From an optimization exercise on the open Yosys and OpenROAD flow, aimed at small area, a short achievable clock period and few clock cycles; shortcuts taken in it are not production practice. Where RTL was checked, it was by simulation tests only, not by an equivalence proof against the original. No functional check of the RTL was part of run 1. Power figures rest on the tool's default switching activity, not on a simulated workload.

**flow/design.v**
```verilog
`default_nettype none
package mips_mc_pkg;
    localparam int c_NUM_REGS = 32;
    localparam logic [5:0] OP_RTYPE = 6'h00;
    localparam logic [5:0] OP_J     = 6'h02;
    localparam logic [5:0] OP_JAL   = 6'h03;
    localparam logic [5:0] OP_BEQ   = 6'h04;
    localparam logic [5:0] OP_BNE   = 6'h05;
    localparam logic [5:0] OP_ADDI  = 6'h08;
    localparam logic [5:0] OP_SLTI  = 6'h0A;
    localparam logic [5:0] OP_ANDI  = 6'h0C;
    localparam logic [5:0] OP_ORI   = 6'h0D;
    localparam logic [5:0] OP_LUI   = 6'h0F;
    localparam logic [5:0] OP_LW    = 6'h23;
    localparam logic [5:0] OP_SW    = 6'h2B;
    localparam logic [5:0] FN_SLL = 6'h00;
    localparam logic [5:0] FN_SRL = 6'h02;
    localparam logic [5:0] FN_JR  = 6'h08;
    localparam logic [5:0] FN_ADD = 6'h20;
    localparam logic [5:0] FN_SUB = 6'h22;
    localparam logic [5:0] FN_AND = 6'h24;
    localparam logic [5:0] FN_OR  = 6'h25;
    localparam logic [5:0] FN_NOR = 6'h27;
    localparam logic [5:0] FN_SLT = 6'h2A;
endpackage
`default_nettype wire
`default_nettype none
module mips_mc_regfile #(
    parameter int NUM_REGS = mips_mc_pkg::c_NUM_REGS
) (
    input  logic        clk,
    input  logic        reset,
    input  logic [4:0]  i_raddr_a,
    input  logic [4:0]  i_raddr_b,
    output logic [31:0] o_rdata_a,
    output logic [31:0] o_rdata_b,
    input  logic        i_we,
    input  logic [4:0]  i_waddr,
    input  logic [31:0] i_wdata
);
    logic [31:0]         r_regs [NUM_REGS];
    logic [NUM_REGS-1:0] r_valid;
    logic [NUM_REGS-1:0] w_sel_a, w_sel_b;
    assign r_regs[0] = '0;
    always_ff @(posedge clk) begin
        if (reset) begin
            r_valid <= '0;
        end else if (i_we && (i_waddr != 5'd0)) begin
            r_valid[i_waddr] <= 1'b1;
        end
    end
    for (genvar i = 1; i < NUM_REGS; i++) begin : g_reg
        always_ff @(posedge clk) begin
            if (i_we && (i_waddr == i)) r_regs[i] <= i_wdata;
        end
    end
    always_comb begin
        o_rdata_a = '0;
        o_rdata_b = '0;
        for (int i = 1; i < NUM_REGS; i++) begin
            w_sel_a[i] = (i_raddr_a == i) && r_valid[i];
            w_sel_b[i] = (i_raddr_b == i) && r_valid[i];
            o_rdata_a  = o_rdata_a | ({32{w_sel_a[i]}} & r_regs[i]);
            o_rdata_b  = o_rdata_b | ({32{w_sel_b[i]}} & r_regs[i]);
        end
        w_sel_a[0] = 1'b0;
        w_sel_b[0] = 1'b0;
    end
endmodule
`default_nettype wire
`default_nettype none
import mips_mc_pkg::*;
module mips_multiciclo #(
    parameter logic [31:0] RESET_PC   = 32'h0000_0000,
    parameter int          MEM_ADDR_W = 32,
    parameter int          NUM_REGS   = mips_mc_pkg::c_NUM_REGS
) (
    input  logic                  clk,
    input  logic                  reset,
    output logic                  mem_req,
    output logic                  mem_we,
    output logic [MEM_ADDR_W-1:0] mem_addr,
    output logic [31:0]           mem_wdata,
    input  logic [31:0]           mem_rdata,
    input  logic                  mem_ready,
    output logic [31:0]           pc_out,
    output logic [31:0]           instr_out,
    output logic                  instr_done,
    output logic                  halted
);
    logic        r_v;                     
    logic        r_mph;                   
    logic        r_mlw;                   
    logic        r_halt;
    logic        r_wdone;
    logic [31:0] r_maddr;                 
    logic [31:0] r_ir, r_pc4, r_a, r_b;   
    logic [31:0] r_op2;                   
    logic [31:0] r_sdr;                   
    logic [4:0]  r_ldst;                  
    logic [31:0] r_wir, r_wpc;            
    logic        d_beq, d_bne, d_pt, d_j, d_jr, d_lw, d_sw, d_wr, d_ill, d_sub;
    logic        d_sel_sum, d_sel_slt, d_sel_and, d_sel_or, d_sel_nor, d_sel_sll, d_sel_srl;
    logic        d_sel_lui, d_sel_link;
    logic [4:0]  d_dst;
    logic [5:0]  f_op, f_funct;
    logic [4:0]  f_rs, f_rt, f_rd, f_dst;
    logic        f_rtype, f_is_ralu, f_is_jr, f_is_ialu, f_is_lw, f_is_sw, f_is_beq, f_is_bne;
    logic        f_is_j, f_is_jal, f_legal, f_wr;
    assign f_op    = mem_rdata[31:26];
    assign f_rs    = mem_rdata[25:21];
    assign f_rt    = mem_rdata[20:16];
    assign f_rd    = mem_rdata[15:11];
    assign f_funct = mem_rdata[5:0];
    assign f_rtype   = (f_op == OP_RTYPE);
    assign f_is_ralu = f_rtype && ((f_funct == FN_ADD) || (f_funct == FN_SUB) ||
                                   (f_funct == FN_AND) || (f_funct == FN_OR)  ||
                                   (f_funct == FN_NOR) || (f_funct == FN_SLT) ||
                                   (f_funct == FN_SLL) || (f_funct == FN_SRL));
    assign f_is_jr   = f_rtype && (f_funct == FN_JR);
    assign f_is_ialu = (f_op == OP_ADDI) || (f_op == OP_SLTI) || (f_op == OP_ANDI) ||
                       (f_op == OP_ORI) || (f_op == OP_LUI);
    assign f_is_lw   = (f_op == OP_LW);
    assign f_is_sw   = (f_op == OP_SW);
    assign f_is_beq  = (f_op == OP_BEQ);
    assign f_is_bne  = (f_op == OP_BNE);
    assign f_is_j    = (f_op == OP_J);
    assign f_is_jal  = (f_op == OP_JAL);
    assign f_legal   = f_is_ralu || f_is_jr || f_is_ialu || f_is_lw || f_is_sw ||
                       f_is_beq || f_is_bne || f_is_j || f_is_jal;
    assign f_dst     = f_is_ralu ? f_rd : (f_is_jal ? 5'd31 : f_rt);
    assign f_wr      = (f_is_ralu || f_is_ialu || f_is_jal) && (f_dst != 5'd0);
    logic [31:0] w_sum, w_res;
    logic [32:0] w_sum_c;
    logic        w_lt;
    assign w_sum_c = {r_a, 1'b1} + {r_op2 ^ {32{d_sub}}, d_sub};
    assign w_sum   = w_sum_c[32:1];
    assign w_lt    = (r_a[31] ^ r_op2[31]) ? r_a[31] : w_sum[31];
    assign w_res = ({32{d_sel_sum}}  & w_sum) |
                   ({32{d_sel_slt}}  & {31'd0, w_lt}) |
                   ({32{d_sel_and}}  & (r_a & r_op2)) |
                   ({32{d_sel_or}}   & (r_a | r_op2)) |
                   ({32{d_sel_nor}}  & ~(r_a | r_op2)) |
                   ({32{d_sel_sll}}  & (r_b << r_ir[10:6])) |
                   ({32{d_sel_srl}}  & (r_b >> r_ir[10:6])) |
                   ({32{d_sel_lui}}  & {r_ir[15:0], 16'h0000}) |
                   ({32{d_sel_link}} & r_pc4);
    logic        w_ex, w_fire, w_mdone, w_commit, w_halt, w_eq, w_taken, w_mispred;
    logic        w_fwd_a, w_fwd_b;
    logic [31:0] w_redir, w_resume;
    logic [31:2] w_bt;
    assign w_ex      = r_v && !r_mph;
    assign w_fire    = !r_mph && !r_halt && mem_ready;
    assign w_mdone   = r_mph && mem_ready;
    assign w_commit  = w_fire && w_ex && !d_ill;
    assign w_halt    = w_fire && w_ex && d_ill;
    assign w_eq      = (r_a == r_b);
    assign w_taken   = (d_beq && w_eq) || (d_bne && !w_eq);
    assign w_mispred = w_ex && (d_beq || d_bne) && (w_taken != d_pt);
    assign w_bt      = r_pc4[31:2] + {{14{r_ir[15]}}, r_ir[15:0]};
    assign w_redir   = w_taken ? {w_bt, r_pc4[1:0]} : r_pc4;
    assign mem_req   = !r_halt;
    assign mem_we    = r_mph && !r_mlw;
    assign mem_addr  = r_maddr[MEM_ADDR_W-1:0];
    assign mem_wdata = r_sdr;
    logic [31:0] w_rf_a, w_rf_b, w_rf_wdata, w_a_next, w_b_next;
    logic [4:0]  w_rf_waddr;
    logic        w_rf_we;
    assign w_rf_we    = (w_ex && d_wr) || (r_mph && r_mlw);
    assign w_rf_waddr = r_mph ? r_ldst : d_dst;
    assign w_rf_wdata = r_mph ? mem_rdata : w_res;
    mips_mc_regfile #(.NUM_REGS(NUM_REGS)) u_regfile (
        .clk       (clk),
        .reset     (reset),
        .i_raddr_a (f_rs),
        .i_raddr_b (f_rt),
        .o_rdata_a (w_rf_a),
        .o_rdata_b (w_rf_b),
        .i_we      (w_rf_we),
        .i_waddr   (w_rf_waddr),
        .i_wdata   (w_rf_wdata)
    );
    assign w_fwd_a  = w_ex && d_wr && (d_dst == f_rs);
    assign w_fwd_b  = w_ex && d_wr && (d_dst == f_rt);
    assign w_a_next = w_fwd_a ? w_res : w_rf_a;
    assign w_b_next = w_fwd_b ? w_res : w_rf_b;
    logic [31:0] w_op2_next;
    assign w_op2_next = f_rtype ? w_b_next :
                        ((f_op == OP_ANDI) || (f_op == OP_ORI)) ? {16'h0000, mem_rdata[15:0]} :
                        {{16{mem_rdata[15]}}, mem_rdata[15:0]};
    logic [31:0] w_fa4, w_nfa;
    logic [30:0] w_bt_c;
    logic        f_pt;
    assign w_fa4  = r_maddr + 32'd4;
    assign w_bt_c = {r_maddr[31:2], 1'b1} + {{14{mem_rdata[15]}}, mem_rdata[15:0], 1'b1};
    assign f_pt   = (f_is_beq || f_is_bne) && mem_rdata[15];
    always_comb begin
        if (f_is_j || f_is_jal) w_nfa = {w_fa4[31:28], mem_rdata[25:0], 2'b00};
        else if (f_is_jr)       w_nfa = w_a_next;
        else if (f_pt)          w_nfa = {w_bt_c[30:1], r_maddr[1:0]};
        else                    w_nfa = w_fa4;
    end
    always_comb begin
        if (d_j)       w_resume = {r_pc4[31:28], r_ir[25:0], 2'b00};
        else if (d_jr) w_resume = (r_mlw && (r_ldst != 5'd0) && (r_ldst == r_ir[25:21])) ? mem_rdata : r_a;
        else if (d_pt) w_resume = {w_bt, r_pc4[1:0]};
        else           w_resume = r_pc4;
    end
    always_ff @(posedge clk) begin
        if (reset) begin
            r_v     <= 1'b0;
            r_mph   <= 1'b0;
            r_halt  <= 1'b0;
            r_wdone <= 1'b0;
            r_maddr <= RESET_PC;
        end else begin
            r_wdone <= (w_commit && !d_sw) || (w_mdone && !r_mlw);
            if (w_halt) r_halt <= 1'b1;
            if (w_fire) begin
                r_v <= !w_mispred;
                if (w_mispred) begin
                    r_maddr <= w_redir;
                end else if (w_ex && (d_lw || d_sw)) begin
                    r_mph   <= 1'b1;
                    r_maddr <= w_sum;
                end else begin
                    r_maddr <= w_nfa;
                end
            end
            if (w_mdone) begin
                r_mph <= 1'b0;
                r_maddr <= w_resume;
            end
        end
    end
    always_ff @(posedge clk) begin
        if (w_fire) begin
            r_ir       <= mem_rdata;
            r_pc4      <= w_fa4;
            r_a        <= w_a_next;
            r_b        <= w_b_next;
            r_op2      <= w_op2_next;
            d_beq      <= f_is_beq;
            d_bne      <= f_is_bne;
            d_pt       <= f_pt;
            d_j        <= f_is_j || f_is_jal;
            d_jr       <= f_is_jr;
            d_lw       <= f_is_lw;
            d_sw       <= f_is_sw;
            d_wr       <= f_wr;
            d_dst      <= f_dst;
            d_ill      <= !f_legal;
            d_sub      <= f_rtype ? f_funct[1] : (f_op == OP_SLTI);
            d_sel_sum  <= (f_rtype && ((f_funct == FN_ADD) || (f_funct == FN_SUB))) || (f_op == OP_ADDI);
            d_sel_slt  <= (f_rtype && (f_funct == FN_SLT)) || (f_op == OP_SLTI);
            d_sel_and  <= (f_rtype && (f_funct == FN_AND)) || (f_op == OP_ANDI);
            d_sel_or   <= (f_rtype && (f_funct == FN_OR))  || (f_op == OP_ORI);
            d_sel_nor  <= f_rtype && (f_funct == FN_NOR);
            d_sel_sll  <= f_rtype && (f_funct == FN_SLL);
            d_sel_srl  <= f_rtype && (f_funct == FN_SRL);
            d_sel_lui  <= (f_op == OP_LUI);
            d_sel_link <= f_is_jal;
        end else if (w_mdone && r_mlw) begin
            if ((r_ldst != 5'd0) && (r_ldst == r_ir[25:21])) r_a <= mem_rdata;
            if ((r_ldst != 5'd0) && (r_ldst == r_ir[20:16])) r_b <= mem_rdata;
            if ((r_ldst != 5'd0) && (r_ldst == r_ir[20:16]) && (r_ir[31:26] == OP_RTYPE))
                r_op2 <= mem_rdata;
        end
        if (w_commit && (d_lw || d_sw)) begin
            r_mlw  <= d_lw;
            r_sdr  <= r_b;
            r_ldst <= r_ir[20:16];
        end
        if (w_commit || w_halt) begin
            r_wir <= r_ir;
            r_wpc <= r_pc4;
        end
    end
    assign instr_done = r_wdone;
    assign pc_out     = r_wpc;
    assign instr_out  = r_wir;
    assign halted     = r_halt;
endmodule
`default_nettype wire
```
**flow/flow/run.sh**
```bash
#!/bin/bash
# Standard layout, with the port buffers made of buf_4 cells instead of the
# delay-cell buffers buffer_ports picks by default.
export BUFFER_PORTS_ARGS="-buffer_cell sky130_fd_sc_hd__buf_4"
cp standard.sh standard_copy.txt
bash standard.sh > standard.log 2>&1
```
**flow/standard.sh**
```bash
#!/bin/bash
# synth_recipe.tcl (not shown) runs the flow's synth.tcl, then flattens the netlist and writes it again
# the make line also repeats each setting of config.mk as NAME=value (left out here)
make -C /OpenROAD-flow-scripts/flow DESIGN_CONFIG=/design/flow/config.mk WORK_HOME=/design/flow/orfs CLKGATE_MAP_FILE= SYNTH_SCRIPT=/design/flow/synth_recipe.tcl "${@:-finish}"
```
**flow/config.mk**
```make
export PLATFORM = sky130hd
export DESIGN_NAME = mips_multiciclo
export DESIGN_NICKNAME = mips_multiciclo
export VERILOG_FILES = /design/flow/design.v
export SDC_FILE = /design/flow/constraint.sdc
export NUM_CORES = 4
export LEC_CHECK = 0
export CAP_MARGIN = 20
export CORE_MARGIN = 2
export CORE_UTILIZATION = 40
export SETUP_SLACK_MARGIN = 5
export SLEW_MARGIN = 20
```
**flow/constraint.sdc**
```tcl
create_clock -name core_clock -period 10.0 [get_ports {clk}]
set_input_delay 2.0000 -clock core_clock [delete_from_list [all_inputs] [get_ports {clk}]]
set_output_delay 2.0000 -clock core_clock [all_outputs]
set_load 0.01 [all_outputs]
```
==> flow_metrics.py, run 1 <==
metrics = {
    "power_and_ir_drop": {
        "finalPower_mw": 14.7,
        "power.ir.vdd_worst_mv": 0.196,
        "p_leak_nw": 26.2,
        "p_per_area_mw_per_mm2": 189,
    },
    "placement": {
        "place.port_buffers": 166,
        "dp_hpwl_microns": 216000,
        "finalWeightedCongestion": 1.07,
    },
    "synth": {
        "synth_nets": 5795,
        "synth_flop_cell": "sky130_fd_sc_hd__edfxtp_1",
        "yosysWarnings": 3,
        "ys_types": 101,
        "netlist_instances": 5660,
        "post_synth.cell_area_avg_sq_um": 12.1,
        "seq_area_frac_synth": 0.578,
        "synth-edff-count": 1278,
        "netlist_area_sq_mm": 0.0687,
        "ys_ff_latch": 1345,
        "synthArstFlopShare": 0,
    },
    "setup_path": {
        "worst_r2r_endpoint": "u_regfile.r_regs[5][20]",
        "cp.required_ns": 10.72,
        "crit-reg2reg-launch": "d_sub",
        "endpoint_kind_of_the_worst_setup_timing_path": "register",
        "timing.reg2reg.setup_slack_ns": 5.04,
        "worst-r2r-cell-count": 11,
        "setup.worst_path.start_class": "input pin",
        "critical_path.max_fanout": 18,
        "worst-endpoint-arrival_ns": 5.83,
        "critical_path_class": "input pin to register",
    },
    "cts": {
        "cts_hold_repair.buffers": 0,
        "clk_buf_depth": 3,
        "clock_tree.htree_level_count": 4,
        "worst_setup_hold_path_clk_slew_ns": 0.07,
        "cts_made_buffers": 146,
        "clk_sinks": 1345,
        "cts_root_buf": "sky130_fd_sc_hd__clkbuf_16",
        "tritoncts": "built",
        "clock_latency_ns": 0.85,
    },
    "layout": {
        "finalNetCount": 5849,
        "areaGrowthSynthToFinish_pct": 13.1,
        "final_common_cell": "sky130_fd_sc_hd__edfxtp_1",
        "multiInputGateArea_sq_mm": 0.0273,
        "area.sequential_sq_mm": 0.0397,
        "layout-drive-gt1-share": 0.149,
        "fill_cells": 15348,
        "layout.cells.most_common_list": "sky130_fd_sc_hd__edfxtp_1 (1278), sky130_fd_sc_hd__a22oi_1 (623), sky130_fd_sc_hd__buf_4 (352)",
    },
    "floorplanning": {
        "die-area_sq_mm": 0.175,
        "starting_density": 0.401,
        "die_h_microns": 418,
        "num_rows": 152,
        "io_pins": 167,
        "core_area_sq_mm": 0.171,
        "die_x_microns": 418,
    },
    "timing": {
        "slew_headroom": 0.108,
        "worst_pin_slew_ns": 1.32,
        "setup_total_negative_slack_ns": 0,
        "final.setup_skew_ns": 0.0634,
        "final-setup-viol-count": 0,
        "fmaxAchievable_ghz": 0.196,
        "grt_setup_unrepaired": "false",
        "hold_viol_final": 0,
        "final_max_slew_viol_count": 0,
        "period_share": 0.511,
        "period_minus_slack_ns": 5.11,
    },
    "drt": {
        "drt_pass1_iterations": 14,
        "detail_route.iter0.violations": 13999,
        "num_vias": 61328,
        "antenna_violating_nets_post_route": 0,
        "detail_route.wirelength_microns": 346000,
        "drt-vias-per-instance": 7.60,
        "drt-wirelength-per-cell_microns": 42.8,
        "route.detailed.drc": 0,
    },
    "global_route": {
        "first_global_vias": 56193,
        "grt_remaining_overflow": 0,
        "grt_max_degree": 102,
        "global_route_wire_length_before_repair_microns": 464000,
        "track_usage": 0.382,
        "antenna_violations_before_repair": 12,
    },
    "hold_path": {
        "hold_end": "r_wir[29]",
        "worst_hold_startpoint": "r_ir[29]",
        "holdCritPathClass": "register to register",
        "holdPathStages": 0,
    },
    "run_status": {
        "run_status": "no timing/DRC/antenna violations",
    },
    "job": {
        "reported_max_cap_violation_count": 0,
    },
}
==> sequential cells by signal, indices dropped and copies added (netlist names), 5 cells and up <==
register,cells
u_regfile.r_valid,31
u_regfile.r_regs,992
r_maddr,32
r_sdr,32
r_op2,32
r_wir,32
d_dst,5
r_b,32
r_ldst,5
r_wpc,32
r_a,32
r_ir,32
r_pc4,32
==> how the worst max path moves through the flow <==
stage	depth (start not counted)	to	startpoint	slack [ns]
3_3_place_gp	11	r_maddr[9]	mem_rdata[29]	4.26
6_report	12	r_maddr[29]	mem_rdata[21]	4.89
4_1_cts	11	u_regfile.r_regs[28][20]	d_sub	5.04
3_5_place_dp	12	r_maddr[17]	mem_rdata[21]	4.26
2_1_floorplan	15	r_maddr[16]	mem_rdata[0]	5.09
5_1_grt	12	r_b[20]	mem_rdata[16]	5.02
==> layout make-up <==
class / instances / share of cell area
Multi-Input combinational cell: 3799 / 0.352
Inverter: 65 / 0.00322
Timing Repair Buffer: 357 / 0.0347
Antenna cell: 6 / 0.000193
Tap cell: 2233 / 0.0360
Clock buffer: 177 / 0.0499
Clock inverter: 92 / 0.0129
Sequential cell: 1345 / 0.511
==> where the power goes <==
part	internal [mW]	leakage (nW)	switching, mW
sequential	6.57	12.1	0.247
combinational	0.680	11.8	1.61
clock	3.13	2.35	2.42
==> through the flow <==
stage	setup WS (ns)	util	instance area [sq um]	std cells	hold WS, ns
after floorplan	5.09	-	68700	5660	0.417
after global routing	5.02	0.454	77700	8068	0.446
after CTS	5.04	0.453	77600	8068	0.441
after global placement	4.26	0.425	72700	7799	0.425
after detailed placement	4.26	0.425	72700	7799	0.427
final	4.89	0.454	77700	8074	0.444
==> Yosys cell counts, drive strengths merged, types with 14 or more instances <==
master | count | share of area
buf | 156 | 0.011
a211oi | 56 | 0.0063
nor3 | 84 | 0.0063
clkbuf | 295 | 0.016
nand4 | 111 | 0.010
o221ai | 22 | 0.0029
nand2b | 24 | 0.0022
and3 | 93 | 0.0085
mux4 | 60 | 0.020
xnor2 | 74 | 0.0094
o21ai | 265 | 0.019
or4 | 19 | 0.0021
and2 | 23 | 0.0021
a22oi | 625 | 0.068
a222oi | 78 | 0.011
nor4 | 52 | 0.0048
a2111oi | 14 | 0.0021
nand3 | 200 | 0.015
a221oi | 183 | 0.023
o21bai | 14 | 0.0017
a22o | 150 | 0.019
a21o | 61 | 0.0067
or3 | 27 | 0.0025
nand2 | 310 | 0.017
o21a | 26 | 0.0028
a221o | 17 | 0.0025
inv | 63 | 0.0034
ha | 98 | 0.018
mux2i | 98 | 0.014
nor2b | 23 | 0.0021
mux2 | 59 | 0.0097
a31oi | 27 | 0.0026
dfxtp | 67 | 0.020
o211ai | 57 | 0.0063
nor2 | 332 | 0.018
xor2 | 113 | 0.014
edfxtp | 1278 | 0.56
o31ai | 21 | 0.0024
a21oi | 215 | 0.016
==> worst max-delay path: stages <==
cell	delay [ns]
sky130_fd_sc_hd__buf_4	0.18
sky130_fd_sc_hd__nor2_1	0.40
sky130_fd_sc_hd__and3_2	0.94
sky130_fd_sc_hd__buf_4	0.60
sky130_fd_sc_hd__a22o_1	0.22
sky130_fd_sc_hd__a221oi_1	0.05
sky130_fd_sc_hd__nand4_1	0.29
sky130_fd_sc_hd__o21ai_0	0.31
sky130_fd_sc_hd__a21oi_1	0.22
sky130_fd_sc_hd__nand2_1	0.07
sky130_fd_sc_hd__a2111o_1	0.40
sky130_fd_sc_hd__a31oi_1	0.12
==> per-layer routing <==
| metal | global-route usage | up-vias | part of all wire |
|---|---|---|---|
| met4 | 0.275 | 12 | 0.097 |
| li1 | - | 23168 | - |
| met5 | 0.00361 | - | 0.00052 |
| met3 | 0.147 | 2050 | 0.15 |
| met1 | 0.462 | 29734 | 0.34 |
| met2 | 0.555 | 6364 | 0.41 |
==> cell families (layout without fill, tap and decap cells) <==
family / Yosys count / in the layout / share of synthesized area
fa+ha+maj: 100 / 100 / 0.0184
flops: 1345 / 1345 / 0.578
buf+inv: 516 / 691 / 0.0308
compound gates: 1945 / 1945 / 0.208
mux: 217 / 217 / 0.0436
xor+xnor: 187 / 187 / 0.0239
simple gates: 1350 / 1350 / 0.0965
other cells: 0 / 6 / 0
==> timing repair <==
action / 4_1_cts / 5_1_grt
pin swaps: 0 / 1
resized for setup: 11 / 16
hold endpoints to repair: 0 / 0
endpoints found under the setup margin: 313 / 194
gates cloned: 0 / 0
buffers inserted: 0 / 0
==> inputs of run 2 (changes only) <==
--- a/flow/design.v
+++ b/flow/design.v
@@ -137,13 +137,22 @@
     assign w_sum   = w_sum_c[32:1];
     assign w_lt    = (r_a[31] ^ r_op2[31]) ? r_a[31] : w_sum[31];
-    assign w_res = ({32{d_sel_sum}}  & w_sum) |
-                   ({32{d_sel_slt}}  & {31'd0, w_lt}) |
-                   ({32{d_sel_and}}  & (r_a & r_op2)) |
-                   ({32{d_sel_or}}   & (r_a | r_op2)) |
-                   ({32{d_sel_nor}}  & ~(r_a | r_op2)) |
-                   ({32{d_sel_sll}}  & (r_b << r_ir[10:6])) |
-                   ({32{d_sel_srl}}  & (r_b >> r_ir[10:6])) |
-                   ({32{d_sel_lui}}  & {r_ir[15:0], 16'h0000}) |
-                   ({32{d_sel_link}} & r_pc4);
+    logic [31:0] w_shin, w_shl, w_shr;
+    always_comb begin
+        for (int i = 0; i < 32; i++) w_shin[i] = d_sel_srl ? r_b[31-i] : r_b[i];
+        w_shl = w_shin << r_ir[10:6];
+        for (int i = 0; i < 32; i++) w_shr[i] = w_shl[31-i];
+    end
+    logic        w_nm;
+    assign w_nm  = !r_mph;
+    assign w_res = ({32{d_sel_sum  && w_nm}} & w_sum) |
+                   ({32{d_sel_slt  && w_nm}} & {31'd0, w_lt}) |
+                   ({32{d_sel_and  && w_nm}} & (r_a & r_op2)) |
+                   ({32{d_sel_or   && w_nm}} & (r_a | r_op2)) |
+                   ({32{d_sel_nor  && w_nm}} & ~(r_a | r_op2)) |
+                   ({32{d_sel_sll  && w_nm}} & w_shl) |
+                   ({32{d_sel_srl  && w_nm}} & w_shr) |
+                   ({32{d_sel_lui  && w_nm}} & {r_ir[15:0], 16'h0000}) |
+                   ({32{d_sel_link && w_nm}} & r_pc4) |
+                   ({32{r_mph}}              & mem_rdata);
     logic        w_ex, w_fire, w_mdone, w_commit, w_halt, w_eq, w_taken, w_mispred;
     logic        w_fwd_a, w_fwd_b;
@@ -157,7 +166,7 @@
     assign w_eq      = (r_a == r_b);
     assign w_taken   = (d_beq && w_eq) || (d_bne && !w_eq);
-    assign w_mispred = w_ex && (d_beq || d_bne) && (w_taken != d_pt);
+    assign w_mispred = w_ex && (((d_beq || d_bne) && (w_taken != d_pt)) || d_jr);
     assign w_bt      = r_pc4[31:2] + {{14{r_ir[15]}}, r_ir[15:0]};
-    assign w_redir   = w_taken ? {w_bt, r_pc4[1:0]} : r_pc4;
+    assign w_redir   = d_jr ? r_a : w_taken ? {w_bt, r_pc4[1:0]} : r_pc4;
     assign mem_req   = !r_halt;
     assign mem_we    = r_mph && !r_mlw;
@@ -169,5 +178,5 @@
     assign w_rf_we    = (w_ex && d_wr) || (r_mph && r_mlw);
     assign w_rf_waddr = r_mph ? r_ldst : d_dst;
-    assign w_rf_wdata = r_mph ? mem_rdata : w_res;
+    assign w_rf_wdata = w_res;
     mips_mc_regfile #(.NUM_REGS(NUM_REGS)) u_regfile (
         .clk       (clk),
@@ -197,5 +206,4 @@
     always_comb begin
         if (f_is_j || f_is_jal) w_nfa = {w_fa4[31:28], mem_rdata[25:0], 2'b00};
-        else if (f_is_jr)       w_nfa = w_a_next;
         else if (f_pt)          w_nfa = {w_bt_c[30:1], r_maddr[1:0]};
         else                    w_nfa = w_fa4;
@@ -203,5 +211,4 @@
     always_comb begin
         if (d_j)       w_resume = {r_pc4[31:28], r_ir[25:0], 2'b00};
-        else if (d_jr) w_resume = (r_mlw && (r_ldst != 5'd0) && (r_ldst == r_ir[25:21])) ? mem_rdata : r_a;
         else if (d_pt) w_resume = {w_bt, r_pc4[1:0]};
         else           w_resume = r_pc4;
==> flow/flow/run.sh (replaced) <==
#!/bin/bash
set -o pipefail
export BUFFER_PORTS_ARGS="-buffer_cell sky130_fd_sc_hd__buf_4"
bash standard.sh SETUP_SLACK_MARGIN=6 finish > standard.log 2>&1
--- a/flow/config.mk
+++ b/flow/config.mk
@@ -8,5 +8,4 @@
 export CAP_MARGIN = 20
 export CORE_MARGIN = 2
-export CORE_UTILIZATION = 40
-export SETUP_SLACK_MARGIN = 5
+export CORE_UTILIZATION = 50
 export SLEW_MARGIN = 20
==> run 2 against run 1 <==
  * Register-to-register slack improved by 0.85 ns
  * Critical path type unchanged
  * The layout now fails its checks (max-capacitance violations)
  * Die area decreased by 22%
  * Clock power increased by 2%
  * Clock skew is 0.025 ns lower
  * Maximum frequency grew 20%
  * Highest routed layer unchanged
  * Combinational power grew 22%
  * Worst setup slack improved by 0.86 ns
  * Largest power group unchanged
  * Count of clock-buffer cells in the layout unchanged
==> flow_metrics.py, run 2 <==
metrics = {
    "run_status": {
        "run_status": "complete, but fails checks",
        "violatedChecks": "max-capacitance violations",
    },
    "drt": {
        "drt-vias-per-instance": 8.09,
        "num_vias": 60114,
        "route.detailed.drc": 0,
        "detail_route.iter0.violations": 13657,
        "detail_route.wirelength_microns": 341000,
        "drt-wirelength-per-cell_microns": 45.9,
        "antenna_violating_nets_post_route": 0,
        "drt_pass1_iterations": 14,
    },
    "synth": {
        "synth_top_cells_by_count": "sky130_fd_sc_hd__edfxtp_1 (1278), sky130_fd_sc_hd__a22oi_1 (427), sky130_fd_sc_hd__clkbuf_1 (365), sky130_fd_sc_hd__nand2_1 (313), sky130_fd_sc_hd__a221oi_1 (275)",
        "synth.top_cells.by_area": "sky130_fd_sc_hd__edfxtp_1 (57%), sky130_fd_sc_hd__a22oi_1 (4.8%), sky130_fd_sc_hd__a221oi_1 (3.6%)",
        "netlist_area_sq_mm": 0.0668,
        "ys_types": 93,
        "synthArstFlopShare": 0,
        "synth_nets": 5520,
        "netlist.top_cell.by_area": "sky130_fd_sc_hd__edfxtp_1",
        "netlist_instances": 5385,
        "seq_area_frac_synth": 0.595,
        "yosysWarnings": 3,
        "post_synth.cell_area_avg_sq_um": 12.4,
        "ys_ff_latch": 1345,
        "post-synth-top-area-fraction": 0.575,
        "synth_flop_cell": "sky130_fd_sc_hd__edfxtp_1",
        "synth-edff-count": 1278,
        "most_frequently_used_cell_type_in_the_post_synthesis_netlist": "sky130_fd_sc_hd__edfxtp_1",
    },
    "setup_path": {
        "critical_path_class": "input pin to register",
        "critical-path-slowest-cell": "sky130_fd_sc_hd__a21oi_1",
        "critical_path.max_fanout": 32,
        "worst-endpoint-arrival_ns": 4.90,
        "timing.critical_path.slowest_cell_delay_ns": 0.54,
        "setup.worst_path.start_class": "input pin",
        "cp.required_ns": 10.65,
        "endpoint_kind_of_the_worst_setup_timing_path": "register",
        "cp_num_buf_inv": 2,
        "worst_path_dominant_cell_family": "compound AO/OA/AOI/OAI gates",
        "crit_path_cell_trace": "buf_4, nor3b_2, and3_2, clkbuf_8, a22o_1, a221oi_1, nand4_1, nor3_1, a21oi_1, o21ai_1, nand2_1",
    },
    "timing": {
        "period_minus_slack_ns": 4.25,
        "hold_viol_final": 0,
        "final.setup_skew_ns": 0.0385,
        "fmaxAchievable_ghz": 0.235,
        "grt_setup_unrepaired": "true",
        "slew_headroom": -0.0713,
        "final_max_slew_viol_count": 2,
        "period_share": 0.425,
        "worst_case_setup_margin_in_the_final_layout_ns": 5.75,
        "setup_total_negative_slack_ns": 0,
        "final-setup-viol-count": 0,
        "worst_pin_slew_ns": 1.59,
    },
    "layout": {
        "layout-drive-gt1-share": 0.184,
        "cell_area_after_layout_sq_mm": 0.0779,
        "layout.cells.most_common_list": "sky130_fd_sc_hd__edfxtp_1 (1278), sky130_fd_sc_hd__a22oi_1 (425), sky130_fd_sc_hd__buf_4 (329)",
        "final_common_cell": "sky130_fd_sc_hd__edfxtp_1",
        "fill_cells": 10673,
        "finalNetCount": 5672,
        "max_flop_register": "u_regfile.r_regs",
        "areaGrowthSynthToFinish_pct": 16.6,
        "largest_reg_flops": 992,
        "postLayoutCoreUtil": 0.586,
    },
    "global_route": {
        "grt_remaining_overflow": 0,
        "track_usage": 0.483,
        "met2_usage": 0.688,
        "first_global_vias": 54635,
        "use_met3": 0.192,
        "antenna_violations_before_repair": 19,
        "global_route_wire_length_before_repair_microns": 452000,
        "grt-busiest-layer": "met2",
        "grt_max_degree": 71,
        "use_met1": 0.579,
    },
    "cts": {
        "cts_hold_repair.buffers": 0,
        "clock_latency_ns": 0.81,
        "clk_sinks": 1345,
        "clock_tree.htree_level_count": 4,
        "worst_setup_hold_path_clk_slew_ns": 0.05,
        "tritoncts": "built",
        "clk_buf_depth": 3,
        "cts_made_buffers": 146,
        "cts_root_buf": "sky130_fd_sc_hd__clkbuf_16",
    },
    "power_and_ir_drop": {
        "finalPower_mw": 15.3,
        "power.net_switching_mw": 4.55,
        "power.ir.vdd_worst_mv": 0.171,
        "internal_power_mw": 10.8,
        "clockPowerShare": 0.368,
        "p_leak_nw": 26.3,
        "comb_power_share": 0.182,
        "p_per_area_mw_per_mm2": 197,
        "netSwitchingFraction": 0.296,
        "seq_power_share": 0.450,
    },
    "floorplanning": {
        "core_area_sq_mm": 0.133,
        "starting_density": 0.502,
        "die_x_microns": 369,
        "io_pins": 167,
        "num_rows": 134,
        "die-area_sq_mm": 0.136,
        "die_h_microns": 369,
    },
    "placement": {
        "placement.cell_area_sq_mm": 0.0706,
        "detailedPlace.worstSlack_ns": 4.73,
        "finalWeightedCongestion": 1.06,
        "dp_hpwl_microns": 198000,
        "place.port_buffers": 166,
    },
    "job": {
        "reported_max_cap_violation_count": 1,
    },
    "hold_path": {
        "holdCritPathClass": "register to register",
    },
}
run 2: changes by cell type after synthesis, moves of 42 or more:
cell / change
sky130_fd_sc_hd__nand3_1: -78
sky130_fd_sc_hd__buf_2: -72
sky130_fd_sc_hd__a22oi_1: -198
sky130_fd_sc_hd__clkbuf_1: +70
sky130_fd_sc_hd__nor3_1: +42
sky130_fd_sc_hd__nor2_1: -87
sky130_fd_sc_hd__a221oi_1: +92
sky130_fd_sc_hd__a22o_1: +107
run 2: layout make-up:
cell class	instances	area (sq um)	share of cell area
multi-input combinational	3556	26900	0.345
timing repair buffer	423	3820	0.0491
inverter	61	255	0.00328
clock buffer	177	3880	0.0498
timing repair inverter	4	30.0	0.000386
sequential	1345	39700	0.510
tap	1768	2210	0.0284
clock inverter	87	1030	0.0133
antenna	10	25.0	0.000321
run 2: through the flow:
| step | std cells | hold slack [ns] |
|---|---|---|
| after floorplan | 5385 | 0.417 |
| after global placement | 7076 | 0.478 |
| after detailed placement | 7076 | 0.456 |
| after CTS | 7374 | 0.466 |
| after global routing | 7421 | 0.483 |
| final | 7431 | 0.476 |
run 2: logic make-up after synthesis:
family                   after synthesis  synth area share
AO/OA/AOI/OAI                       1913             0.213
flip-flops                          1345             0.595
AND/OR/NAND/NOR                     1198            0.0884
buffers and inverters                487            0.0283
XOR/XNOR                             188            0.0247
multiplexers                         154            0.0313
adder cells (fa/ha/maj)              100            0.0190
run 2: per-layer routing:
| layer | up-vias | part of all wire |
|---|---|---|
| li1 | 22460 | - |
| met5 | - | 0.00021 |
| met1 | 28861 | 0.33 |
| met2 | 6682 | 0.41 |
| met3 | 2101 | 0.16 |
| met4 | 10 | 0.11 |
run 2: power groups by stage:
| stage | combinational [mW] | clock, mW | sequential (mW) |
|---|---|---|---|
| 3_5_place_dp | 2.37 | 0 | 7.03 |
| 3_3_place_gp | 2.37 | 0 | 7.03 |
| 4_1_cts | 2.52 | 5.64 | 6.89 |
| 5_1_grt | 2.88 | 5.85 | 6.90 |
| 6_report | 2.79 | 5.65 | 6.91 |
| 2_1_floorplan | 1.38 | 0 | 6.90 |
run 2: worst paths after layout:
check | startpoint | endpoint | slack (ns) | depth (start not counted)
min | r_ir[29] | r_wir[29] | 0.48 | 0
min reg2reg | r_ir[29] | r_wir[29] | 0.48 | 0
max reg2reg | r_b[31] | r_a[25] | 5.89 | 11
max | mem_rdata[25] | r_a[21] | 5.75 | 11
run 2: timing repair:
action,CTS,global route
buffers inserted,27,40
gates resized for setup,188,185
setup endpoints to repair,765,329
cloned,7,7
pin swaps,23,39
Testbench counts of run 2, summed over its fixed seeds: cycles 36,311.
==> inputs of run 3 (changes only) <==
--- a/flow/config.mk
+++ b/flow/config.mk
@@ -9,3 +9,4 @@
 export CORE_MARGIN = 2
 export CORE_UTILIZATION = 50
+export CTS_BUF_LIST = sky130_fd_sc_hd__clkbuf_8
 export SLEW_MARGIN = 20
==> run 3 against run 2 <==
  * The run now finishes clean
  * Global-route usage up 0.15 points
  * Area after synthesis unchanged
  * Synthesized cell count unchanged
  * Sequential power about the same
  * Design area down 1.7%
  * First-iteration DRC count down 1.1%
  * Flip-flop and latch count unchanged
  * Worst setup slack worse by 0.019 ns
  * Largest cell class unchanged
  * Largest power group unchanged
  * Highest routed layer unchanged
==> flow_metrics.py, run 3 <==
metrics = {
    "run_status": {
        "run_status": "no timing/DRC/antenna violations",
    },
    "timing": {
        "worst_pin_slew_ns": 1.36,
        "period_minus_slack_ns": 4.27,
        "final_max_slew_viol_count": 0,
        "final-setup-viol-count": 0,
        "period_share": 0.427,
        "setup_total_negative_slack_ns": 0,
        "grt_setup_unrepaired": "true",
        "fmaxAchievable_ghz": 0.234,
        "hold_viol_final": 0,
        "final.setup_skew_ns": 0.0704,
        "finalHoldWorstSlack_ns": 0.475,
        "slew_headroom": 0.0904,
    },
    "drt": {
        "drt-wirelength-per-cell_microns": 45.1,
        "detailroute.wirelength.met2_microns": 139000,
        "drt-vias-per-instance": 7.97,
        "antenna_violating_nets_post_route": 0,
        "route.detailed.drc": 0,
        "drt-met1-wl_microns": 111000,
        "detail_route.iter0.violations": 13502,
        "drt_pass1_iterations": 17,
        "detail_route.wirelength_microns": 341000,
        "wl_met3_microns": 53400,
        "top_layer_used": "met5",
        "num_vias": 60173,
    },
    "synth": {
        "synth_nets": 5520,
        "ys_ff_latch": 1345,
        "yosysWarnings": 3,
        "synth_flop_cell": "sky130_fd_sc_hd__edfxtp_1",
        "synthArstFlopShare": 0,
        "synth.top_cells.by_area": "sky130_fd_sc_hd__edfxtp_1 (57%), sky130_fd_sc_hd__a22oi_1 (4.8%), sky130_fd_sc_hd__a221oi_1 (3.6%)",
        "netlist.top_cell.by_area": "sky130_fd_sc_hd__edfxtp_1",
        "post_synth.cell_area_avg_sq_um": 12.4,
        "netlist_instances": 5385,
        "synth-edff-count": 1278,
        "post-synth-top-area-fraction": 0.575,
        "netlist_area_sq_mm": 0.0668,
        "synth_top_cells_by_count": "sky130_fd_sc_hd__edfxtp_1 (1278), sky130_fd_sc_hd__a22oi_1 (427), sky130_fd_sc_hd__clkbuf_1 (365), sky130_fd_sc_hd__nand2_1 (313), sky130_fd_sc_hd__a221oi_1 (275)",
        "seq_area_frac_synth": 0.595,
        "most_frequently_used_cell_type_in_the_post_synthesis_netlist": "sky130_fd_sc_hd__edfxtp_1",
        "ys_types": 93,
    },
    "power_and_ir_drop": {
        "p_per_area_mw_per_mm2": 187,
        "finalPower_mw": 14.3,
        "power.ir.vdd_worst_mv": 0.156,
        "p_leak_nw": 26.1,
    },
    "cts": {
        "worst_setup_hold_path_clk_slew_ns": 0.06,
        "clock_latency_ns": 1.00,
        "cts_made_buffers": 216,
        "cts_hold_repair.buffers": 0,
        "clock_tree.htree_level_count": 4,
        "clk_sinks": 1345,
        "clk_buf_depth": 3,
        "tritoncts": "built",
        "cts_root_buf": "sky130_fd_sc_hd__clkbuf_8",
    },
    "setup_path": {
        "worst-endpoint-arrival_ns": 5.09,
        "critical_path.max_fanout": 26,
        "worst-r2r-cell-count": 10,
        "crit_start": "mem_rdata[25]",
        "timing.reg2reg.setup_slack_ns": 5.87,
        "cp.required_ns": 10.82,
        "crit-reg2reg-launch": "r_b[13]",
        "critical_path_class": "input pin to register",
        "worst_r2r_endpoint": "r_b[23]",
        "endpoint_kind_of_the_worst_setup_timing_path": "register",
        "setup.worst_path.start_class": "input pin",
    },
    "global_route": {
        "first_global_vias": 55185,
        "grt_remaining_overflow": 0,
        "antenna_violations_before_repair": 16,
        "track_usage": 0.484,
        "global_route_wire_length_before_repair_microns": 453000,
        "grt_max_degree": 71,
    },
    "layout": {
        "largest_reg_flops": 992,
        "finalNetCount": 5722,
        "layout.cells.most_common_list": "sky130_fd_sc_hd__edfxtp_1 (1278), sky130_fd_sc_hd__a22oi_1 (425), sky130_fd_sc_hd__buf_4 (331)",
        "cell_area_after_layout_sq_mm": 0.0765,
        "areaGrowthSynthToFinish_pct": 14.6,
        "layout-drive-gt1-share": 0.183,
        "max_flop_register": "u_regfile.r_regs",
        "final_common_cell": "sky130_fd_sc_hd__edfxtp_1",
        "final_cells": 7554,
    },
    "hold_path": {
        "holdCritPathClass": "register to register",
        "worst_hold_startpoint": "r_ir[29]",
        "holdPathStages": 0,
        "hold_end": "r_wir[29]",
    },
    "placement": {
        "placement.cell_area_sq_mm": 0.0706,
        "place.detailed.instances": 7076,
        "finalWeightedCongestion": 1.06,
        "dp_hpwl_microns": 198000,
        "place.port_buffers": 166,
    },
    "floorplanning": {
        "num_rows": 134,
        "io_pins": 167,
        "die-area_sq_mm": 0.136,
        "die_x_microns": 369,
        "starting_density": 0.502,
        "core_area_sq_mm": 0.133,
        "die_h_microns": 369,
    },
    "job": {
        "reported_max_cap_violation_count": 0,
    },
}
-- run 3: cell counts after synthesis --
Identical to the previous run, type by type.
-- run 3: layout make-up --
class | count | area (sq um)
flip-flops and latches | 1345 | 39700
well taps | 1768 | 2210
inverters | 61 | 256
clock inverters | 181 | 1060
fillers | 10903 | 56400
repair buffers | 403 | 3460
repair inverters | 4 | 30.0
clock buffers | 223 | 3070
diodes | 13 | 32.5
multi-input cells | 3556 | 26700
-- run 3: routing by layer --
layer	up-vias	GRT usage
met5	-	0.00463
met1	28851	0.582
met3	2067	0.187
met2	6638	0.694
li1	22607	-
met4	10	0.384
-- run 3: stage by stage --
stage,setup slack [ns],util
2_1_floorplan,5.34,-
3_3_place_gp,4.76,0.531
3_5_place_dp,4.73,0.531
4_1_cts,5.98,0.568
5_1_grt,5.84,0.575
6_report,5.73,0.575
-- run 3: worst max path at each step --
stage	depth (start not counted)	end	slack (ns)
final	11	r_a[7]	5.73
after global routing	14	r_b[22]	5.84
after detailed placement	11	r_b[1]	4.73
after CTS	13	r_b[27]	5.98
after global placement	14	r_maddr[16]	4.76
after floorplan	14	r_maddr[16]	5.34
-- run 3: logic make-up after synthesis --
group           synth area share
flops                      0.595
mux                       0.0313
fa+ha+maj                 0.0190
simple gates              0.0884
xor+xnor                  0.0247
buf+inv                   0.0283
compound gates             0.213
-- run 3: repair_timing --
| action | CTS | global route |
|---|---|---|
| buffers inserted | 24 | 26 |
| endpoints found under the setup margin | 758 | 340 |
| cloned | 7 | 3 |
| resized for setup | 118 | 159 |
| pin swaps | 13 | 24 |
-- run 3: power by group --
group	switching (mW)	leakage [nW]	internal [mW]
Sequential	0.271	12.1	6.64
Clock	2.38	2.36	2.30
Combinational	1.88	11.6	0.857
Total	4.53	26.1	9.80
-- run 3: critical path, cell delays in order --
cell and delay, ns:
sky130_fd_sc_hd__buf_4 0.18, sky130_fd_sc_hd__and3b_1 0.30, sky130_fd_sc_hd__and3_2 0.41, sky130_fd_sc_hd__buf_4 0.71
sky130_fd_sc_hd__a22o_1 0.26, sky130_fd_sc_hd__a221oi_1 0.06, sky130_fd_sc_hd__nand4_1 0.15, sky130_fd_sc_hd__nor3_1 0.06
sky130_fd_sc_hd__a21oi_1 0.59, sky130_fd_sc_hd__o21ai_0 0.19, sky130_fd_sc_hd__nand2_1 0.11
==> inputs of run 4 (changes only) <==
--- a/flow/design.v
+++ b/flow/design.v
@@ -41,5 +41,8 @@
     logic [31:0]         r_regs [NUM_REGS];
     logic [NUM_REGS-1:0] r_valid;
-    logic [NUM_REGS-1:0] w_sel_a, w_sel_b;
+    logic [NUM_REGS-1:0] w_sel_a, w_sel_b, w_wen;
+    logic                w_byp_a, w_byp_b;
+    assign w_byp_a = i_we && (i_waddr != 5'd0) && (i_waddr == i_raddr_a);
+    assign w_byp_b = i_we && (i_waddr != 5'd0) && (i_waddr == i_raddr_b);
     assign r_regs[0] = '0;
     always_ff @(posedge clk) begin
@@ -51,14 +54,16 @@
     end
     for (genvar i = 1; i < NUM_REGS; i++) begin : g_reg
+        assign w_wen[i] = i_we && (i_waddr == i);
         always_ff @(posedge clk) begin
-            if (i_we && (i_waddr == i)) r_regs[i] <= i_wdata;
-        end
-    end
-    always_comb begin
-        o_rdata_a = '0;
-        o_rdata_b = '0;
+            if (w_wen[i]) r_regs[i] <= i_wdata;
+        end
+    end
+    assign w_wen[0] = 1'b0;
+    always_comb begin
+        o_rdata_a = {32{w_byp_a}} & i_wdata;
+        o_rdata_b = {32{w_byp_b}} & i_wdata;
         for (int i = 1; i < NUM_REGS; i++) begin
-            w_sel_a[i] = (i_raddr_a == i) && r_valid[i];
-            w_sel_b[i] = (i_raddr_b == i) && r_valid[i];
+            w_sel_a[i] = (i_raddr_a == i) && r_valid[i] && !w_wen[i];
+            w_sel_b[i] = (i_raddr_b == i) && r_valid[i] && !w_wen[i];
             o_rdata_a  = o_rdata_a | ({32{w_sel_a[i]}} & r_regs[i]);
             o_rdata_b  = o_rdata_b | ({32{w_sel_b[i]}} & r_regs[i]);
@@ -156,5 +161,4 @@
                    ({32{r_mph}}              & mem_rdata);
     logic        w_ex, w_fire, w_mdone, w_commit, w_halt, w_eq, w_taken, w_mispred;
-    logic        w_fwd_a, w_fwd_b;
     logic [31:0] w_redir, w_resume;
     logic [31:2] w_bt;
@@ -190,8 +194,6 @@
         .i_wdata   (w_rf_wdata)
     );
-    assign w_fwd_a  = w_ex && d_wr && (d_dst == f_rs);
-    assign w_fwd_b  = w_ex && d_wr && (d_dst == f_rt);
-    assign w_a_next = w_fwd_a ? w_res : w_rf_a;
-    assign w_b_next = w_fwd_b ? w_res : w_rf_b;
+    assign w_a_next = w_rf_a;
+    assign w_b_next = w_rf_b;
     logic [31:0] w_op2_next;
     assign w_op2_next = f_rtype ? w_b_next :
==> run 4 against run 3 <==
  * Clock power is 13% higher
  * First-iteration DRC count hardly changed
  * Via count is 0.77% higher
  * Global-route usage is 1.2 points higher
  * Flip-flop and latch count stayed put
  * Synthesized cell count is 0.13% higher
  * Area after synthesis is 0.44% lower
  * Die area is 0.44% lower
  * Core utilization is 2.1 points higher
  * Critical endpoint is now r_a[0]
==> flow_metrics.py, run 4 <==
metrics = {
    "placement": {
        "placement.cell_area_sq_mm": 0.0713,
        "place.port_buffers": 166,
        "dp_hpwl_microns": 202000,
        "detailedPlace.worstSlack_ns": 4.32,
        "finalWeightedCongestion": 1.04,
        "place.detailed.instances": 7147,
    },
    "synth": {
        "netlist.top_cell.by_area": "sky130_fd_sc_hd__edfxtp_1",
        "synthArstFlopShare": 0,
        "netlist_instances": 5392,
        "post-synth-top-area-fraction": 0.577,
        "synth_flop_cell": "sky130_fd_sc_hd__edfxtp_1",
        "most_frequently_used_cell_type_in_the_post_synthesis_netlist": "sky130_fd_sc_hd__edfxtp_1",
        "ys_types": 95,
        "post_synth.cell_area_avg_sq_um": 12.3,
        "ys_ff_latch": 1345,
        "synth.top_cells.by_area": "sky130_fd_sc_hd__edfxtp_1 (58%), sky130_fd_sc_hd__a22oi_1 (7.6%), sky130_fd_sc_hd__a221oi_1 (2.4%)",
        "seq_area_frac_synth": 0.597,
        "synth_nets": 5528,
        "synth-edff-count": 1278,
        "synth_top_cells_by_count": "sky130_fd_sc_hd__edfxtp_1 (1278), sky130_fd_sc_hd__a22oi_1 (673), sky130_fd_sc_hd__nor2_1 (368), sky130_fd_sc_hd__nand2_1 (304), sky130_fd_sc_hd__clkbuf_1 (283)",
        "netlist_area_sq_mm": 0.0665,
        "yosysWarnings": 3,
    },
    "layout": {
        "area.sequential_sq_mm": 0.0397,
        "postLayoutCoreUtil": 0.596,
        "multiInputGateArea_sq_mm": 0.0275,
        "layout-drive-gt1-share": 0.215,
        "finalNetCount": 5859,
        "layout.cells.most_common_list": "sky130_fd_sc_hd__edfxtp_1 (1278), sky130_fd_sc_hd__a22oi_1 (670), sky130_fd_sc_hd__buf_4 (414)",
        "final_common_cell": "sky130_fd_sc_hd__edfxtp_1",
        "areaGrowthSynthToFinish_pct": 18.2,
        "final_cells": 7678,
        "largest_reg_flops": 992,
        "max_flop_register": "u_regfile.r_regs",
        "fill_cells": 10677,
        "cell_area_after_layout_sq_mm": 0.0786,
    },
    "floorplanning": {
        "num_rows": 133,
        "die-area_sq_mm": 0.136,
        "io_pins": 167,
        "die_h_microns": 369,
        "die_x_microns": 369,
        "core_area_sq_mm": 0.132,
        "starting_density": 0.504,
    },
    "cts": {
        "clock_tree.htree_level_count": 4,
        "cts_hold_repair.buffers": 0,
        "cts_made_buffers": 217,
        "clk_buf_depth": 3,
        "cts_root_buf": "sky130_fd_sc_hd__clkbuf_8",
        "clk_sinks": 1345,
        "worst_setup_hold_path_clk_slew_ns": 0.06,
        "tritoncts": "built",
        "clock_latency_ns": 1.01,
    },
    "drt": {
        "drt-wirelength-per-cell_microns": 45.1,
        "num_vias": 60634,
        "drt-vias-per-instance": 7.90,
        "detail_route.iter0.violations": 13490,
        "antenna_violating_nets_post_route": 0,
        "route.detailed.drc": 0,
        "detail_route.wirelength_microns": 346000,
        "drt_pass1_iterations": 12,
    },
    "setup_path": {
        "crit_path_cell_trace": "buf_4, nand3_4, buf_4, buf_4, a221oi_1, nand4_1, nor4_1, a21oi_1",
        "critical_path_class": "input pin to register",
        "endpoint_kind_of_the_worst_setup_timing_path": "register",
        "critical-path-slowest-cell": "sky130_fd_sc_hd__nor4_1",
        "timing.critical_path.slowest_cell_delay_ns": 0.61,
        "crit-reg2reg-launch": "d_sub",
        "setup.worst_path.start_class": "input pin",
        "cp_num_buf_inv": 3,
        "timing.reg2reg.setup_slack_ns": 5.94,
        "cp.required_ns": 10.69,
        "worst_path_dominant_cell_family": "simple AND/OR/NAND/NOR gates",
        "worst-endpoint-arrival_ns": 4.87,
        "crit_path_frequent_cell": "sky130_fd_sc_hd__buf_4",
        "worst_r2r_endpoint": "r_op2[0]",
        "worst-r2r-cell-count": 14,
        "critical_path.max_fanout": 42,
    },
    "power_and_ir_drop": {
        "netSwitchingFraction": 0.312,
        "power.ir.vdd_worst_mv": 0.158,
        "seq_power_share": 0.460,
        "comb_power_share": 0.191,
        "power.net_switching_mw": 4.70,
        "finalPower_mw": 15.1,
        "clockPowerShare": 0.349,
        "internal_power_mw": 10.4,
        "p_leak_nw": 25.9,
        "p_per_area_mw_per_mm2": 192,
    },
    "timing": {
        "setup_total_negative_slack_ns": 0,
        "hold_viol_final": 0,
        "worst_case_setup_margin_in_the_final_layout_ns": 5.81,
        "final_max_slew_viol_count": 0,
        "slew_headroom": 0.213,
        "period_share": 0.419,
        "final.setup_skew_ns": 0.0675,
        "final-setup-viol-count": 0,
        "grt_setup_unrepaired": "true",
        "period_minus_slack_ns": 4.19,
        "fmaxAchievable_ghz": 0.239,
        "finalHoldWorstSlack_ns": 0.442,
        "worst_pin_slew_ns": 1.18,
    },
    "hold_path": {
        "holdCritPathClass": "register to register",
        "worst_hold_startpoint": "r_ir[31]",
        "holdPathStages": 0,
        "hold_end": "r_wir[31]",
    },
    "run_status": {
        "run_status": "no timing/DRC/antenna violations",
    },
    "job": {
        "reported_max_cap_violation_count": 0,
    },
    "global_route": {
        "track_usage": 0.496,
        "grt_remaining_overflow": 0,
        "first_global_vias": 56291,
        "antenna_violations_before_repair": 13,
        "global_route_wire_length_before_repair_microns": 464000,
        "grt_max_degree": 58,
    },
}
run 4: cell count changes after synthesis, moves of 41 or more:
cell	before	now
sky130_fd_sc_hd__a221oi_1	275	180
sky130_fd_sc_hd__a22o_1	257	119
sky130_fd_sc_hd__a22oi_1	427	673
sky130_fd_sc_hd__a31oi_1	23	64
sky130_fd_sc_hd__and3_1	86	26
sky130_fd_sc_hd__buf_2	12	62
sky130_fd_sc_hd__clkbuf_1	365	283
sky130_fd_sc_hd__nand4_1	151	194
sky130_fd_sc_hd__nor2_1	242	368
sky130_fd_sc_hd__o21ai_0	223	170
run 4: power by group through the flow:
stage	sequential [mW]	combinational, mW	clock, mW
floorplan	6.91	1.47	0
global placement	7.05	2.46	0
detailed placement	7.05	2.47	0
CTS	6.93	2.67	5.26
global route	6.94	2.98	5.48
finish	6.95	2.88	5.26
run 4: cell families after synthesis:
logic type	count (synthesis)	share of synthesized area
simple gates	1308	0.0960
compound gates	1889	0.209
xor+xnor	188	0.0248
fa+ha+maj	101	0.0192
buf+inv	432	0.0265
mux	129	0.0270
flops	1345	0.597
run 4: repair_timing:
action,4_1_cts,5_1_grt
pin swaps,34,41
gates cloned,7,2
resized for setup,195,121
setup buffers,64,39
hold endpoints to repair,0,0
endpoints found under the setup margin,875,288
run 4: final cells by class:
class | count | share of cell area
multi-input combinational | 3619 | 0.351
clock buffer | 222 | 0.0389
timing repair buffer | 483 | 0.0521
clock inverter | 187 | 0.0212
tap | 1755 | 0.0279
sequential | 1345 | 0.506
inverter | 54 | 0.00315
timing repair inverter | 3 | 0.000287
antenna | 10 | 0.000319
run 4: worst max path at each step:
stage,depth (start not counted),to,startpoint,slack [ns]
2_1_floorplan,14,r_maddr[24],mem_rdata[0],5.56
3_5_place_dp,11,r_maddr[24],mem_rdata[30],4.32
3_3_place_gp,11,r_maddr[24],mem_rdata[30],4.26
5_1_grt,15,r_maddr[24],mem_rdata[0],5.83
4_1_cts,17,r_b[2],r_mph,5.89
6_report,8,r_a[0],mem_ready,5.81
run 4: per-layer routing:
layer,track usage,up-vias,routed length [microns],part of all wire
met5,0.0228,-,559,0.0016
met4,0.379,18,35000,0.10
met3,0.201,1954,54800,0.16
met2,0.720,6516,144000,0.42
met1,0.587,29226,112000,0.32
li1,-,22920,-,-
Testbench counts of run 4, summed over its fixed seeds: cycles 36,311.
==> inputs of run 5 (changes only) <==
--- a/flow/design.v
+++ b/flow/design.v
@@ -37,12 +37,10 @@
     input  logic        i_we,
     input  logic [4:0]  i_waddr,
-    input  logic [31:0] i_wdata
+    input  logic [31:0] i_wdata,
+    output logic [31:0] o_r31             
 );
     logic [31:0]         r_regs [NUM_REGS];
     logic [NUM_REGS-1:0] r_valid;
-    logic [NUM_REGS-1:0] w_sel_a, w_sel_b, w_wen;
-    logic                w_byp_a, w_byp_b;
-    assign w_byp_a = i_we && (i_waddr != 5'd0) && (i_waddr == i_raddr_a);
-    assign w_byp_b = i_we && (i_waddr != 5'd0) && (i_waddr == i_raddr_b);
+    logic [NUM_REGS-1:0] w_sel_a, w_sel_b;
     assign r_regs[0] = '0;
     always_ff @(posedge clk) begin
@@ -54,16 +52,15 @@
     end
     for (genvar i = 1; i < NUM_REGS; i++) begin : g_reg
-        assign w_wen[i] = i_we && (i_waddr == i);
         always_ff @(posedge clk) begin
-            if (w_wen[i]) r_regs[i] <= i_wdata;
-        end
-    end
-    assign w_wen[0] = 1'b0;
-    always_comb begin
-        o_rdata_a = {32{w_byp_a}} & i_wdata;
-        o_rdata_b = {32{w_byp_b}} & i_wdata;
+            if (i_we && (i_waddr == i)) r_regs[i] <= i_wdata;
+        end
+    end
+    assign o_r31 = {32{r_valid[NUM_REGS-1]}} & r_regs[NUM_REGS-1];
+    always_comb begin
+        o_rdata_a = '0;
+        o_rdata_b = '0;
         for (int i = 1; i < NUM_REGS; i++) begin
-            w_sel_a[i] = (i_raddr_a == i) && r_valid[i] && !w_wen[i];
-            w_sel_b[i] = (i_raddr_b == i) && r_valid[i] && !w_wen[i];
+            w_sel_a[i] = (i_raddr_a == i) && r_valid[i];
+            w_sel_b[i] = (i_raddr_b == i) && r_valid[i];
             o_rdata_a  = o_rdata_a | ({32{w_sel_a[i]}} & r_regs[i]);
             o_rdata_b  = o_rdata_b | ({32{w_sel_b[i]}} & r_regs[i]);
@@ -161,4 +158,5 @@
                    ({32{r_mph}}              & mem_rdata);
     logic        w_ex, w_fire, w_mdone, w_commit, w_halt, w_eq, w_taken, w_mispred;
+    logic        w_fwd_a, w_fwd_b;
     logic [31:0] w_redir, w_resume;
     logic [31:2] w_bt;
@@ -170,5 +168,6 @@
     assign w_eq      = (r_a == r_b);
     assign w_taken   = (d_beq && w_eq) || (d_bne && !w_eq);
-    assign w_mispred = w_ex && (((d_beq || d_bne) && (w_taken != d_pt)) || d_jr);
+    assign w_mispred = w_ex && (((d_beq || d_bne) && (w_taken != d_pt)) ||
+                                (d_jr && (r_a != r_maddr)));
     assign w_bt      = r_pc4[31:2] + {{14{r_ir[15]}}, r_ir[15:0]};
     assign w_redir   = d_jr ? r_a : w_taken ? {w_bt, r_pc4[1:0]} : r_pc4;
@@ -177,5 +176,5 @@
     assign mem_addr  = r_maddr[MEM_ADDR_W-1:0];
     assign mem_wdata = r_sdr;
-    logic [31:0] w_rf_a, w_rf_b, w_rf_wdata, w_a_next, w_b_next;
+    logic [31:0] w_rf_a, w_rf_b, w_rf_wdata, w_a_next, w_b_next, w_r31;
     logic [4:0]  w_rf_waddr;
     logic        w_rf_we;
@@ -192,8 +191,11 @@
         .i_we      (w_rf_we),
         .i_waddr   (w_rf_waddr),
-        .i_wdata   (w_rf_wdata)
+        .i_wdata   (w_rf_wdata),
+        .o_r31     (w_r31)
     );
-    assign w_a_next = w_rf_a;
-    assign w_b_next = w_rf_b;
+    assign w_fwd_a  = w_ex && d_wr && (d_dst == f_rs);
+    assign w_fwd_b  = w_ex && d_wr && (d_dst == f_rt);
+    assign w_a_next = w_fwd_a ? w_res : w_rf_a;
+    assign w_b_next = w_fwd_b ? w_res : w_rf_b;
     logic [31:0] w_op2_next;
     assign w_op2_next = f_rtype ? w_b_next :
@@ -205,7 +207,9 @@
     assign w_fa4  = r_maddr + 32'd4;
     assign w_bt_c = {r_maddr[31:2], 1'b1} + {{14{mem_rdata[15]}}, mem_rdata[15:0], 1'b1};
-    assign f_pt   = (f_is_beq || f_is_bne) && mem_rdata[15];
+    assign f_pt   = (f_is_beq && (mem_rdata[15] || (f_rs == f_rt))) ||
+                    (f_is_bne && mem_rdata[15] && (f_rs != f_rt));
     always_comb begin
         if (f_is_j || f_is_jal) w_nfa = {w_fa4[31:28], mem_rdata[25:0], 2'b00};
+        else if (f_is_jr)       w_nfa = w_r31;    
         else if (f_pt)          w_nfa = {w_bt_c[30:1], r_maddr[1:0]};
         else                    w_nfa = w_fa4;
@@ -213,4 +217,5 @@
     always_comb begin
         if (d_j)       w_resume = {r_pc4[31:28], r_ir[25:0], 2'b00};
+        else if (d_jr) w_resume = w_r31;
         else if (d_pt) w_resume = {w_bt, r_pc4[1:0]};
         else           w_resume = r_pc4;
==> run 5 against run 4 <==
  * Routed wire length grew 2.9%
  * Die area grew 1.8%
  * Core utilization shrank 0.54 points
  * Critical path depth grew 4
  * Design area grew 1.5%
  * Global-route usage grew 0.30 points
  * Largest cell class unchanged
  * Non-clock buffer count grew 39
  * Sequential share of layout area shrank 0.72 points
  * Critical path type unchanged
  * Area after synthesis grew 1.8%
  * Flip-flop and latch count is the same
  * Via count grew 3.6%
  * Clock skew shrank 0.031 ns
  * Still clean
  * Critical endpoint is now r_a[4]
==> flow_metrics.py, run 5 <==
metrics = {
    "job": {
        "reported_max_cap_violation_count": 0,
    },
    "setup_path": {
        "endpoint_kind_of_the_worst_setup_timing_path": "register",
        "crit_start": "mem_rdata[24]",
        "cp_num_buf_inv": 3,
        "worst-endpoint-arrival_ns": 4.98,
        "crit_path_cell_trace": "buf_4, nand2_1, nor2_1, and3_4, buf_4, buf_4, a221oi_1, nand3_1, nor4_1, a21oi_1, o21ai_0, nand2_1",
        "crit_path_end": "r_a[4]",
        "crit-reg2reg-launch": "d_sub",
        "setup.worst_path.start_class": "input pin",
    },
    "global_route": {
        "first_global_vias": 57702,
        "global_route_wire_length_before_repair_microns": 472000,
        "antenna_violations_before_repair": 25,
        "grt_max_degree": 67,
        "track_usage": 0.499,
    },
    "synth": {
        "netlist_instances": 5595,
        "most_frequently_used_cell_type_in_the_post_synthesis_netlist": "sky130_fd_sc_hd__edfxtp_1",
        "post-synth-top-area-fraction": 0.567,
        "yosysWarnings": 3,
        "netlist.top_cell.by_area": "sky130_fd_sc_hd__edfxtp_1",
        "synth-edff-count": 1278,
    },
    "power_and_ir_drop": {
        "comb_power_share": 0.190,
        "power.ir.vdd_worst_mv": 0.143,
        "seq_power_share": 0.472,
        "p_per_area_mw_per_mm2": 181,
        "clockPowerShare": 0.338,
        "netSwitchingFraction": 0.308,
        "p_leak_nw": 27.4,
    },
    "layout": {
        "layout.cells.most_common_list": "sky130_fd_sc_hd__edfxtp_1 (1278), sky130_fd_sc_hd__a22oi_1 (489), sky130_fd_sc_hd__buf_4 (415)",
        "final_common_cell": "sky130_fd_sc_hd__edfxtp_1",
        "finalNetCount": 6028,
        "fill_cells": 10956,
        "areaGrowthSynthToFinish_pct": 17.7,
        "final_cells": 7872,
    },
    "timing": {
        "final.setup_skew_ns": 0.0366,
        "slew_headroom": 0.194,
        "fmaxAchievable_ghz": 0.241,
        "setup_total_negative_slack_ns": 0,
        "finalHoldWorstSlack_ns": 0.463,
    },
    "run_status": {
        "run_status": "no timing/DRC/antenna violations",
    },
    "drt": {
        "drt_pass1_iterations": 13,
        "detail_route.wirelength_microns": 357000,
        "num_vias": 62804,
    },
    "cts": {
        "clock_latency_ns": 0.99,
        "worst_setup_hold_path_clk_slew_ns": 0.06,
    },
    "placement": {
        "detailedPlace.worstSlack_ns": 4.06,
        "dp_hpwl_microns": 212000,
        "finalWeightedCongestion": 1.10,
    },
    "floorplanning": {
        "core_area_sq_mm": 0.135,
        "starting_density": 0.502,
    },
}
## run 5: cell types whose count changed in the layout (fill, tap and decap cells not counted), sizes merged, moves of 27 or more
| cell | before | now |
|---|---|---|
| a22oi | 673 | 492 |
| a22o | 119 | 218 |
| nor2 | 369 | 272 |
| and3 | 26 | 100 |
| o21ai | 218 | 291 |
| a21oi | 213 | 283 |
| a221oi | 184 | 240 |
| nand4 | 194 | 140 |
| xor2 | 114 | 148 |
| buf | 481 | 514 |
| nand3 | 119 | 150 |
| nand2 | 304 | 331 |
## run 5: worst min-delay path by stage
stage / to / startpoint / slack [ns] / depth (start not counted)
after floorplan: r_wir[30] / r_ir[30] / 0.42 / 0
after global placement: r_wir[29] / r_ir[29] / 0.43 / 0
after detailed placement: r_wir[29] / r_ir[29] / 0.44 / 0
after CTS: r_wir[29] / r_ir[29] / 0.45 / 0
after global routing: r_wir[29] / r_ir[29] / 0.47 / 0
final: r_wir[29] / r_ir[29] / 0.46 / 0
## run 5: power groups by stage
stage / sequential (mW) / clock, mW / combinational [mW]
CTS: 6.80 / 4.86 / 2.30
detailed placement: 6.93 / 0 / 2.08
finish: 6.81 / 4.88 / 2.75
global route: 6.80 / 5.11 / 2.82
global placement: 6.93 / 0 / 2.07
floorplan: 6.79 / 0 / 1.26
## run 5: through the flow
step                      utilization  total power, mW
after floorplan                     -             8.05
after global placement          0.532             9.00
after detailed placement        0.532             9.01
after CTS                       0.575             14.0
after global routing            0.590             14.7
final                           0.591             14.4
## run 5: cell type report
cell class                      count  area share
Timing Repair Buffer              522      0.0597
Antenna cell                       21    0.000659
Timing Repair inverter              5    0.000471
Tap cell                         1781      0.0280
Sequential cell                  1345       0.498
Clock buffer                      221      0.0382
Clock inverter                    176      0.0156
Inverter                           57     0.00314
Multi-Input combinational cell   3744       0.356
## run 5: per-layer routing
| metal | share of wire | up-vias |
|---|---|---|
| met5 | 0.0029 | - |
| met4 | 0.11 | 40 |
| met3 | 0.17 | 2383 |
| met2 | 0.40 | 7073 |
| met1 | 0.32 | 29913 |
| li1 | - | 23395 |
## run 5: timing repair
action | CTS | global route
pin swaps | 37 | 85
gates resized for setup | 195 | 287
setup buffers | 61 | 82
cloned | 9 | 9
endpoints found under the setup margin | 877 | 348
## run 5: worst register-to-register path: stages, from the launching register on
cell and delay [ns]:
sky130_fd_sc_hd__edfxtp_1 0.41, sky130_fd_sc_hd__buf_6 0.16, sky130_fd_sc_hd__buf_6 0.13, sky130_fd_sc_hd__xor2_1 0.15, sky130_fd_sc_hd__ha_1 0.34, sky130_fd_sc_hd__buf_6 0.14
sky130_fd_sc_hd__a21o_1 0.16, sky130_fd_sc_hd__a221oi_2 0.33, sky130_fd_sc_hd__o21ai_4 0.17, sky130_fd_sc_hd__nor3_4 0.27, sky130_fd_sc_hd__o41ai_4 0.13, sky130_fd_sc_hd__buf_6 0.15
sky130_fd_sc_hd__a21oi_4 0.17, sky130_fd_sc_hd__mux2_4 0.32, sky130_fd_sc_hd__a211o_4 0.38, sky130_fd_sc_hd__buf_12 0.15, sky130_fd_sc_hd__o21ai_4 0.17, sky130_fd_sc_hd__o21ai_2 0.08
## run 5: cell families (layout without fill, tap and decap cells)
family	after synthesis	count (layout)	synth area share
adders and majority gates	100	100	0.0187
DFF	1345	1345	0.587
xor gates and xnor gates	227	227	0.0294
buffers and inverters	509	981	0.0293
muxes	164	164	0.0318
AOI/OAI and AO/OA	1968	1970	0.211
other	0	21	0
and+or+nand+nor	1282	1283	0.0933
Testbench counts of run 5, summed over its fixed seeds: cycles 35,620.

Check on run 5: ideal ports give 5.853 ns setup slack; a clkbuf_16 on the clock port and buf_2 on the inputs give 5.894 ns; moving port delays by the midpoint clock arrival (1.054 ns) as well gives 4.860 ns.
